From an optimization exercise on the open Yosys and OpenROAD flow, aimed at small area, a short achievable clock period and few clock cycles per item; shortcuts taken in it are not production practice. RTL that was checked went through simulation tests only; none was proved equivalent to the original. For run 2, only the layout was checked, not whether the RTL still works. Power figures rest on the tool's default switching activity, not on a simulated workload.

==> flow/design.v (outline; a module is shown in full before it is edited, if it fits) <==
// module conv3x3_stream_engine: 1962 lines
// module csa_fa: 10 lines
module conv3x3_stream_engine #(
    parameter int BIT_DEPTH = 8,
    parameter int IMG_W     = 28,
    parameter int IMG_H     = 28,
    parameter int ACC_W     = 20,
    parameter int ADDR_W    = 10
) (
    input  logic                 clk,
    input  logic                 rst,
    input  logic                 kernel_wr_en,
    input  logic [3:0]           kernel_wr_addr,
    input  logic [BIT_DEPTH-1:0] kernel_wr_data,
    input  logic                 start,
    input  logic [1:0]           stride,
    input  logic                 relu_en,
    input  logic [4:0]           shift_amt,
    input  logic                 pix_valid,
    input  logic [BIT_DEPTH-1:0] pix_data,
    output logic                 pix_ready,
    output logic                 out_valid,
    output logic [BIT_DEPTH-1:0] out_data,
    output logic [ADDR_W-1:0]    out_addr,
    input  logic                 out_ready,
    output logic                 busy,
    output logic                 done
);
  // ...
==> flow/run.sh <==
#!/bin/bash
# synth_recipe.tcl (not shown) runs the flow's synth.tcl, then flattens the netlist and writes it again
# the make line also repeats each setting of config.mk as NAME=value (left out here)
make -C /OpenROAD-flow-scripts/flow DESIGN_CONFIG=/design/flow/config.mk WORK_HOME=/design/flow/orfs CLKGATE_MAP_FILE= SYNTH_SCRIPT=/design/flow/synth_recipe.tcl finish
==> flow/config.mk <==
export PLATFORM = sky130hd
export DESIGN_NAME = conv3x3_stream_engine
export DESIGN_NICKNAME = conv3x3_stream_engine
export VERILOG_FILES = /design/flow/design.v
export SDC_FILE = /design/flow/constraint.sdc
export NUM_CORES = 4
export LEC_CHECK = 0
export CAP_MARGIN = 50
export CORE_MARGIN = 2
export CORE_UTILIZATION = 40
export SLEW_MARGIN = 70
export SYNTH_HIERARCHICAL = 1
==> flow/constraint.sdc <==
create_clock -name core_clock -period 13.0 [get_ports {clk}]
set_input_delay 2.6000 -clock core_clock [delete_from_list [all_inputs] [get_ports {clk}]]
set_output_delay 2.6000 -clock core_clock [all_outputs]
set_load 0.01 [all_outputs]
==> notes.md, run 1 <==
CTS tree=done; most frequent cell after synthesis=edfxtp_1; post-synthesis compound-gate area fraction=2.51%; crit-path max FO=4; setup repair after global routing missed its margin=false; depth of the CTS H-tree=3; outcome=no timing/DRC/antenna violations; mux cell area share after synthesis=1.67%; final net count=3377; vias in the first global route=23100; top power group=combinational cells; Post-Syn Area=0.0383 mm^2; cells on worst reg2reg path=10; maximum clock rate=0.230 GHz; DP Cell Count=3922; gpl congestion=0.973; worst-margin pin slew=0.459 ns; Largest register FFs=464; Final Instance Area=0.0439 mm^2; via count=21400; area of the multi-input gates=0.0172 mm^2; Overall Global Routing Usage=21.8%; crit path kind=flip-flop to output pin; met1 Use GR=29.1%; hold_sp=rp[0]; data required time of the worst path=10.40 ns; Skew-Pair Late Insertion Delay=0.65 ns; synth unique cells=65; Iteration-0 DRC Markers=1938; DR WL/cell=25.6 um; PortBufs=55; Inverters=58; sequential-to-total area share from yosys stat=53.2%; num rows=113; Hold Path Class=flip-flop to flip-flop; Buffers, non-clock=243; Post-Synth Simple-Gate Area=9.87%; Overall Power=9420 uW; adder-cell share of the synthesized area=29.6%; Post-synth top cells=edfxtp_1, nand2_1, fa_1; most frequent cells in the layout=edfxtp_1, nand2_1, fa_1
Testbench counts, summed over its fixed seeds: cycles 25,476, items 14,027.
==> run 2: changes to the inputs <==
--- a/flow/design.v
+++ b/flow/design.v
@@ -21,92 +21,110 @@
     output logic [BIT_DEPTH-1:0] out_data,
     output logic [ADDR_W-1:0]    out_addr,
     input  logic                 out_ready,
     output logic                 busy,
     output logic                 done
 );
     localparam int QD  = 4;
     localparam int CAP = QD + 1;
-    logic       busy_r, done_r, pix_ready_r, all_in;
+    logic       busy_r, done_r, pix_ready_r, out_valid_r;     
+    logic       idle_i, ndone_i, nrdy_i, nov_i;              
+    logic       all_in;
     logic       stride2_r, relu_r;
     logic [4:0] shift_r;
     logic [4:0] col_in, row_in;
     logic [CAP-1:0] nth;         
+    logic [QD-1:0]  qv;          
     logic [7:0] kr [0:8];
-    logic       out_valid_r;
-    logic start_go, accept, deliver, emit_in, last_in, inc;
-    logic all_in_next, done_next;
-    logic [CAP-1:0] nth_next;
-    assign start_go = !busy_r && start;
-    assign accept   = pix_valid && pix_ready_r;
-    assign deliver  = out_valid_r && out_ready;
-    assign emit_in  = (row_in >= 5'd2) && (col_in >= 5'd2) &&
-                      (!stride2_r || (!row_in[0] && !col_in[0]));
-    assign last_in  = (col_in == 5'd27) && (row_in == 5'd27);
-    assign inc      = accept && emit_in;
-    always_comb begin
-        case ({inc, deliver})
-            2'b10:   nth_next = {nth[CAP-2:0], 1'b1};
-            2'b01:   nth_next = {1'b0, nth[CAP-1:1]};
-            default: nth_next = nth;
-        endcase
+    logic       vs;              
+    wire bsy = !idle_i, dn = !ndone_i, rdy = !nrdy_i, ov = !nov_i;
+    wire emit_in = (row_in >= 5'd2) && (col_in >= 5'd2) &&
+                   (!stride2_r || (!row_in[0] && !col_in[0]));
+    wire last_in = (col_in == 5'd27) && (row_in == 5'd27);
+    wire acc1    = rdy;               
+    wire inc1    = rdy && emit_in;    
+    wire dec1    = ov;                
+    wire [CAP-1:0] n_up = {nth[CAP-2:0], 1'b1};
+    wire [CAP-1:0] n_dn = {1'b0, nth[CAP-1:1]};
+    wire [CAP-1:0] n00 = nth;
+    wire [CAP-1:0] n01 = dec1 ? n_dn : nth;
+    wire [CAP-1:0] n10 = inc1 ? n_up : nth;
+    wire [CAP-1:0] n11 = inc1 ? (dec1 ? nth : n_up) : n01;
+    wire a0 = all_in;
+    wire a1 = all_in || (acc1 && last_in);
+    wire run = bsy && !dn;
+    wire d00 = run && a0 && !n00[0];
+    wire d01 = run && a0 && !n01[0];
+    wire d10 = run && a1 && !n10[0];
+    wire d11 = run && a1 && !n11[0];
+    wire p00 = run && !a0 && !n00[CAP-1];
+    wire p01 = run && !a0 && !n01[CAP-1];
+    wire p10 = run && !a1 && !n10[CAP-1];
+    wire p11 = run && !a1 && !n11[CAP-1];
+    wire [CAP-1:0] n_v0, n_v1, n_sel;
+    late_mux #(CAP) u_n0 (.s(out_ready), .a(n00), .b(n01), .y(n_v0));
+    late_mux #(CAP) u_n1 (.s(out_ready), .a(n10), .b(n11), .y(n_v1));
+    late_mux #(CAP) u_n  (.s(pix_valid), .a(n_v0), .b(n_v1), .y(n_sel));
+    wire [CAP-1:0] nth_next;
+    late_and #(CAP) u_nr (.r(rst), .d(n_sel), .y(nth_next));
+    wire a_sel, all_in_next;
+    late_mux #(1) u_a  (.s(pix_valid), .a(a0 && !dn), .b(a1 && !dn), .y(a_sel));
+    late_and #(1) u_ar (.r(rst), .d(a_sel), .y(all_in_next));
+    wire d_v0, d_v1, d_sel, done_next;
+    late_mux #(1) u_d0 (.s(out_ready), .a(d00), .b(d01), .y(d_v0));
+    late_mux #(1) u_d1 (.s(out_ready), .a(d10), .b(d11), .y(d_v1));
+    late_mux #(1) u_d  (.s(pix_valid), .a(d_v0), .b(d_v1), .y(d_sel));
+    late_and #(1) u_dr (.r(rst), .d(d_sel), .y(done_next));
+    wire p_v0, p_v1, p_sel, p_st, pix_ready_next;
+    late_mux #(1) u_p0 (.s(out_ready), .a(p00), .b(p01), .y(p_v0));
+    late_mux #(1) u_p1 (.s(out_ready), .a(p10), .b(p11), .y(p_v1));
+    late_mux #(1) u_p  (.s(pix_valid), .a(p_v0), .b(p_v1), .y(p_sel));
+    late_mux #(1) u_ps (.s(start), .a(p_sel), .b(p_sel || !bsy), .y(p_st));
+    late_and #(1) u_pr (.r(rst), .d(p_st), .y(pix_ready_next));
+    wire b_st, busy_next;
+    late_mux #(1) u_bs (.s(start), .a(run), .b(!bsy || !dn), .y(b_st));
+    late_and #(1) u_br (.r(rst), .d(b_st), .y(busy_next));
+    always_ff @(posedge clk) begin
+        busy_r      <= busy_next;
+        idle_i      <= !busy_next;
+        done_r      <= done_next;
+        ndone_i     <= !done_next;
+        pix_ready_r <= pix_ready_next;
+        nrdy_i      <= !pix_ready_next;
+        all_in      <= all_in_next;
+        nth         <= nth_next;
     end
-    assign all_in_next = all_in || (accept && last_in);
-    assign done_next   = busy_r && !done_r && all_in_next && !nth_next[0];
     assign busy      = busy_r;
     assign done      = done_r;
     assign pix_ready = pix_ready_r;
-    always_ff @(posedge clk) begin
-        if (!rst) begin
-            busy_r      <= 1'b0;
-            done_r      <= 1'b0;
-            pix_ready_r <= 1'b0;
-            all_in      <= 1'b0;
-            nth         <= '0;
-        end else begin
-            nth <= nth_next;
-            if (start_go) begin
-                busy_r      <= 1'b1;
-                done_r      <= 1'b0;
-                pix_ready_r <= 1'b1;
-                all_in      <= 1'b0;
-            end else begin
-                busy_r      <= busy_r && !done_r;
-                done_r      <= done_next;
-                all_in      <= all_in_next;
-                pix_ready_r <= busy_r && !done_r && !all_in_next && !nth_next[CAP-1];
-            end
-        end
-    end
+    wire start_go = !bsy && start;
+    wire accept   = pix_valid && rdy;
     always_ff @(posedge clk) begin
         if (start_go) begin
             stride2_r <= (stride == 2'd2);
             relu_r    <= relu_en;
             shift_r   <= shift_amt;
-            col_in    <= 5'd0;
-            row_in    <= 5'd0;
-        end else if (accept) begin
-            if (col_in == 5'd27) begin
-                col_in <= 5'd0;
-                row_in <= row_in + 5'd1;
-            end else begin
-                col_in <= col_in + 5'd1;
-            end
+        end
+        if (start_go || accept) begin
+            if (!bsy || col_in == 5'd27) col_in <= 5'd0;
+            else                         col_in <= col_in + 5'd1;
+            if (!bsy)                    row_in <= 5'd0;
+            else if (col_in == 5'd27)    row_in <= row_in + 5'd1;
         end
     end
     logic       rst_q, kw_v;
     logic [3:0] kw_a;
     logic [7:0] kw_d;
     always_ff @(posedge clk) begin
         rst_q <= rst;
         kw_a  <= kernel_wr_addr;
         kw_d  <= kernel_wr_data;
         if (!rst) kw_v <= 1'b0;
-        else      kw_v <= !busy_r && kernel_wr_en && (kernel_wr_addr < 4'd9);
+        else      kw_v <= !bsy && kernel_wr_en && (kernel_wr_addr < 4'd9);
     end
     always_ff @(posedge clk) begin
         if (!rst_q) begin
             for (int i = 0; i < 9; i++) kr[i] <= 8'd0;
         end else if (kw_v) begin
             kr[kw_a] <= kw_d;
         end
     end
@@ -116,31 +134,31 @@
     always_ff @(posedge clk) begin
         px_d <= pix_data;
         if (px_v) lbc <= {lbc[8*57-1:0], px_d};
         if (!rst) begin
             px_v <= 1'b0;
             px_e <= 1'b0;
         end else begin
             px_v <= accept;
-            px_e <= inc;
+            px_e <= accept && emit_in;
         end
     end
     wire [7:0] tp8 = px_d;
     wire [7:0] tp7 = lbc[8*0 +: 8];
     wire [7:0] tp6 = lbc[8*1 +: 8];
     wire [7:0] tp5 = lbc[8*27 +: 8];
     wire [7:0] tp4 = lbc[8*28 +: 8];
     wire [7:0] tp3 = lbc[8*29 +: 8];
     wire [7:0] tp2 = lbc[8*55 +: 8];
     wire [7:0] tp1 = lbc[8*56 +: 8];
     wire [7:0] tp0 = lbc[8*57 +: 8];
     logic [63-1:0] rp;
     logic [19:0]     sum;
-    logic            vp, vs;
+    logic            vp;
     wire pp1 = ~(tp0[0] & kr[0][0]);
     wire pp2 = ~(tp0[1] & kr[0][0]);
     wire pp3 = ~(tp0[2] & kr[0][0]);
     wire pp4 = ~(tp0[3] & kr[0][0]);
     wire pp5 = ~(tp0[4] & kr[0][0]);
     wire pp6 = ~(tp0[5] & kr[0][0]);
     wire pp7 = ~(tp0[6] & kr[0][0]);
     wire pp8 = ~(tp0[7] & kr[0][0]);
@@ -1901,72 +1919,101 @@
     end
     logic [19:0] m7, m8;
     always_comb begin
         for (int i = 0; i < 20; i++) begin
             m7[i] = (i >= 7) && ({1'b0, shift_r} <= 6'(i - 7));
             m8[i] = (i >= 8) && ({1'b0, shift_r} <= 6'(i - 8));
         end
     end
-    logic               sgn, ovf_s, ovf_u;
-    logic signed [19:0] sum_s, shv;
-    assign sum_s = sum;
+    logic        sgn, ovf_s, ovf_u;
+    logic [19:0] shv;
     logic [7:0]  res;
     always_comb begin
         sgn   = sum[19];
         ovf_s = |((sum ^ {20{sgn}}) & m7);
         ovf_u = |(sum & m8);
-        shv   = sum_s >>> shift_r;
+        shv   = $signed(sum) >>> shift_r;
         if (relu_r) begin
             if (sgn)        res = 8'h00;
             else if (ovf_u) res = 8'hff;
             else            res = shv[7:0];
         end else begin
             if (ovf_s)      res = sgn ? 8'h80 : 8'h7f;
             else            res = shv[7:0];
         end
     end
     logic [7:0]  out_data_r;
-    logic [9:0]  out_addr_r;
+    logic [9:0]  out_addr_r, cnt_i;      
     logic [7:0]  q [0:QD-1];
-    logic [QD-1:0] qv;
-    logic pop, push;
-    assign pop  = qv[0] && out_ready;
-    assign push = vs && (qv[0] || (out_valid_r && !out_ready));
+    wire [QD-1:0] qv_1 = qv[0] ? (vs ? qv : {1'b0, qv[QD-1:1]}) : qv;
+    wire [QD-1:0] qv_0 = (vs && (qv[0] || ov)) ? {qv[QD-2:0], 1'b1} : qv;
+    wire [QD-1:0] qv_sel, qv_next;
+    late_mux #(QD) u_q  (.s(out_ready), .a(qv_0), .b(qv_1), .y(qv_sel));
+    late_and #(QD) u_qr (.r(rst), .d(qv_sel), .y(qv_next));
+    wire ov_sel, out_valid_next;
+    late_mux #(1) u_o  (.s(out_ready), .a(ov || qv[0] || vs), .b(qv[0] || vs), .y(ov_sel));
+    late_and #(1) u_or (.r(rst), .d(ov_sel), .y(out_valid_next));
     always_ff @(posedge clk) begin
-        if (!rst) begin
-            out_valid_r <= 1'b0;
-            qv          <= '0;
-        end else begin
-            if (!out_valid_r || out_ready) out_valid_r <= qv[0] || vs;
-            if (pop && !push)      qv <= {1'b0, qv[QD-1:1]};
-            else if (push && !pop) qv <= {qv[QD-2:0], 1'b1};
-        end
+        qv          <= qv_next;
+        out_valid_r <= out_valid_next;
+        nov_i       <= !out_valid_next;
     end
     always_ff @(posedge clk) begin
-        if (!out_valid_r || out_ready) out_data_r <= qv[0] ? q[0] : res;
-        for (int i = 0; i < QD; i++) begin
-            if (pop) begin
-                if (push && qv[i] && (i == QD - 1 || !qv[(i + 1) % QD])) q[i] <= res;
-                else if (i < QD - 1)                                       q[i] <= q[(i + 1) % QD];
-            end else if (push && !qv[i] && (i == 0 || qv[(i + QD - 1) % QD])) begin
-                q[i] <= res;
+        if (!ov || out_ready) out_data_r <= qv[0] ? q[0] : res;
+    end
+    genvar gq;
+    generate
+        for (gq = 0; gq < QD; gq++) begin : g_q
+            wire last  = qv[gq] && (gq == QD - 1 || !qv[(gq + 1) % QD]);
+            wire first = !qv[gq] && (gq == 0 || qv[(gq + QD - 1) % QD]);
+            wire       en1 = qv[0] && ((gq < QD - 1) || (vs && last));
+            wire [7:0] d1  = (vs && last) ? res : q[(gq + 1) % QD];
+            wire       en0 = vs && (qv[0] || ov) && first;
+            wire       en;
+            wire [7:0] d;
+            late_mux #(1) u_e (.s(out_ready), .a(en0), .b(en1), .y(en));
+            late_mux #(8) u_d (.s(out_ready), .a(res), .b(d1), .y(d));
+            always_ff @(posedge clk) begin
+                if (en) q[gq] <= d;
             end
         end
-    end
+    endgenerate
+    wire [9:0] addr_inc = bsy ? ~cnt_i + 10'd1 : 10'd0;
     always_ff @(posedge clk) begin
-        if (start_go)     out_addr_r <= 10'd0;
-        else if (deliver) out_addr_r <= out_addr_r + 10'd1;
+        if (start_go || (ov && out_ready)) begin
+            out_addr_r <= addr_inc;
+            cnt_i      <= ~addr_inc;
+        end
     end
     assign out_valid = out_valid_r;
     assign out_data  = out_data_r;
     assign out_addr  = out_addr_r;
 endmodule
 module csa_fa (
     input  logic a,
     input  logic b,
     input  logic c,
     output logic s,
     output logic co
 );
     assign s  = a ^ b ^ c;
     assign co = (a & b) | (a & c) | (b & c);
 endmodule
+module late_mux #(
+    parameter int W = 1
+) (
+    input  logic         s,
+    input  logic [W-1:0] a,
+    input  logic [W-1:0] b,
+    output logic [W-1:0] y
+);
+    assign y = s ? b : a;
+endmodule
+module late_and #(
+    parameter int W = 1
+) (
+    input  logic         r,
+    input  logic [W-1:0] d,
+    output logic [W-1:0] y
+);
+    assign y = {W{r}} & d;
+endmodule
==> run 2 against run 1 <==
Compared with the run above: still clean; synthesized area increased by 5.0%; non-clock buffer count shrank 18; combinational power is 18% lower; critical path depth rose by 8; clock power about the same; flip-flop and latch count grew 14; maximum frequency is 1.1% higher; first-iteration DRC count is 1.8% lower; clock skew down 0.0063 ns; critical path type is now flip-flop to flip-flop; critical endpoint is now rp[34]; largest power group unchanged.
==> notes.md, run 2 <==
Largest register FFs=464 (unchanged); CP dominant cell by count=fa_1; Area growth syn-to-layout=13.9%; hold_sp=rp[0]; sequential-to-total area share from yosys stat=52.1% (-1.1 points); clock power share=26.5%; Final HPWL DP=85.9 mm; Num CTS Buffers=81; Critical-path top delay cell=edfxtp_1; Net Switching=2980 uW; Post-Layout Cell Count=4275; Syn Nets=3380; cells on worst reg2reg path=9 (-1); Gate Count Post-Synth=2769; worst reg2reg path startpoint=kr[7][4]; die height=321 um; Final Hold Vio Count=0; GR Layer Usage met3=3.44%; root buffer cell=clkbuf_16; DR WL/cell=25.3 um (-1.3%); worst-margin pin slew=0.467 ns (+0.00820 ns); data required time of the worst path=13.51 ns (+3.11 ns); Top Usage Layer GRT=met2; Remaining DRCs=0; initial antenna violation count=1; worst path arrival time=4.81 ns; Clock transition at path regs=0.06 ns; Max clock buf depth=3; Max VDD drop=0.384 mV; Most flops, register=lbc; max incr delay on CP=0.54 ns; Layout Skew=0.0390 ns; RR Endpoint=rp[34]; power density cells=192 mW/mm^2; # resized after CTS=0; Post-synth top flop=edfxtp_1; Ys Warns=8; met1 Use GR=29.3% (+0.21 points); CP Cell Sequence=buf_2, nand2_1, fa_1, fa_1, fa_1, fa_1, fa_1, fa_1, fa_1; Iteration-0 DRC Markers=1904 (-1.8%); Final Setup Violations=0; Pint=5790 uW; Skew-Pair Late Insertion Delay=0.67 ns (+0.02 ns); Critical Path Start=kr[7][4]; maximum clock rate=0.233 GHz (+1.1%); critical path capture point type=flip-flop; share of the synthesized area in the top cell type=45.8%; synthesized flop and latch total=740; Post-Syn Area=0.0402 mm^2 (+5.0%); Pre-Repair DR Iteration Count=7; Max Cap Viol=0; Switching Share=34.0%; via count=22500 (+5.0%); crit-path max FO=5 (+1); vias in the first global route=24200 (+4.9%); chip width=321 um; post-route ant nets=0; FILL cells=8782; Hold Path Depth=1; Hold Path Class=flip-flop to flip-flop; depth of the CTS H-tree=3 (unchanged); layout cells sized above 1=15.2%; Slew Viols, Final=0; top cells by area, synth=edfxtp_1, fa_1, dfxtp_1, nand2_1, and2_1; share of flip-flops with an asynchronous set or reset=0%; gpl congestion=0.966 (-0.76%); syn_area_per_cell=14.5 um^2; Reg2Reg Setup Slack=8.70 ns; critical path startpoint category=flip-flop; synth unique cells=67 (+3.1%); most frequent cells in the layout=edfxtp_1, nand2_1, fa_1; Core Box Area=0.0999 mm^2; DP Cell Count=4108 (+4.7%); Post-Route WL=108 mm; Overall Global Routing Usage=21.6% (-0.18 points); combinational share of power=39.2%; Initial Util=40.2%; Lkg Pwr=0.0155 uW; first-pass GRT wire length=161 mm; outcome=no timing/DRC/antenna violations; largest net degree at the start of global routing=53; Max-slew headroom=68.9%; drt via density=5.26; setup repair after global routing missed its margin=false; Tcrit/Tclk final=33.1%; largest area contributor in the netlist=edfxtp_1; crit path kind=flip-flop to flip-flop; num rows=116 (+2.7%); PortBufs=55 (unchanged); commonest non-fill, non-tap cell in the layout=edfxtp_1; Die Area=0.103 mm^2; biggest regs=lbc: 464 flops, kr: 72 flops, rp: 63 flops; total gr overflow=0; CTS tree=done; final net count=3520 (+4.2%); Post-synth top cells=edfxtp_1, nand2_1, fa_1; Min-Delay Endpoint=sum[0]; Hold-fix buffers, CTS=0; sequential power share=34.4%; GR Util met2=34.3%; # Post-CTS Setup Buffers=0; Final Util=45.8%; most frequent cell after synthesis=edfxtp_1; Setup TNS Final=0 ns; EDFF count, synth=613; num ports=56; Sinks on Clock Net=740; min Tclk post-route=4.30 ns
-- run 2: cell families (layout without fill, tap and decap cells) --
logic type      count (synthesis)  in the layout  synth area share, %
simple gates                  910            910                 10.2
flops                         740            740                 52.1
fa+ha+maj                     577            577                 28.1
buf+inv                       241            448                 2.46
compound gates                158            158                 2.56
mux                           115            115                 3.94
xor+xnor                       28             28                0.610
other cells                     0              1                    0
-- run 2: worst max path at each step --
stage | cells after the start | end | slack [ns]
after global routing | 10 | rp[57] | 8.61
after detailed placement | 5 | row_in[0] | 8.52
final | 9 | rp[34] | 8.70
after global placement | 8 | nrdy_i | 8.17
after CTS | 9 | rp[34] | 8.70
after floorplan | 0 | lbc[0] | 1.67
-- run 2: power by group through the flow --
stage | sequential [uW] | combinational [uW] | clock, uW
after floorplan | 3010 | 2450 | 0
after global placement | 3090 | 3300 | 0
after detailed placement | 3060 | 3430 | 0
after CTS | 3020 | 3440 | 2400
after global routing | 3040 | 3870 | 2490
final | 3010 | 3430 | 2320
-- run 2: layout make-up --
type	instances	area [um^2]	area share, %
Sequential cell	740	21000	45.9
Multi-Input combinational cell	1788	18400	40.2
Clock buffer	101	2140	4.68
Timing Repair Buffer	225	1740	3.80
Tap cell	1298	1620	3.55
Clock inverter	49	593	1.30
Inverter	73	274	0.599
Antenna cell	1	2.50	0.00547
-- run 2: worst max-delay path: cells and delay by family, from the launching register on --
kind | cells | cell delay (ns)
adders and majority gates | 7 | 3.23
buffers and inverters | 1 | 0.27
DFF | 1 | 0.54
and+or+nand+nor | 1 | 0.10
-- run 2: routing by layer --
metal,wire (um),vias up,part of all wire (%)
met2,50500,895,47
li1,-,9546,-
met5,0,-,0
met3,6650,216,6.1
met1,45400,11800,42
met4,5550,0,5.1
-- run 2: stage by stage --
stage	hold slack [ns]	power [uW]	worst slack, ns	instance area (um^2)
6_report	0.371	8770	8.70	45800
5_1_grt	0.398	9390	8.61	45800
3_3_place_gp	0.364	6390	8.17	41700
3_5_place_dp	0.361	6490	8.52	42800
2_1_floorplan	0.338	5450	1.67	40200
4_1_cts	0.383	8860	8.70	45600
-- run 2: per-module statistics from Yosys (local to each module, per instance), a selection --
module / copies in the design / flops+latches / cells inside
conv3x3_stream_engine: 1 / 740 / 2145
csa_fa: 541 / 0 / 1

==> afterwards: timing with drivers on the ports <==
No port has a modelled driver above. Below, the same layouts with a new extraction and two added sets of constraints.
Step 1 (the two cells are an assumption about what drives the block):
set clk [get_ports {clk}]
set_driving_cell -lib_cell sky130_fd_sc_hd__clkbuf_16 $clk
set_driving_cell -lib_cell sky130_fd_sc_hd__buf_2 [delete_from_list [all_inputs] $clk]
Step 2 times the ports against the registers' clock, not the clock port: input delays grow and output delays shrink by t, the midpoint of the rising clock arrivals with the driver on.
a / b / c = ideal / step 1 / step 2; a / b = the first two.
| run | t (ns) | setup WS [ns] | hold slack, ns | worst data-port slew with drivers (ns) |
|---|---|---|---|---|
| run 1 | 0.691 | 8.657 / 8.593 / 8.168 | 0.358 / 0.358 / 0.358 | 0.05 |
| run 2 | 0.712 | 8.702 / 8.702 / 8.624 | 0.371 / 0.371 / 0.371 | 0.07 |
After both steps every run listed still meets setup and hold. The setup slack of run 1, which loses most, moves by -0.064 ns with the drivers and by -0.489 ns with both steps.
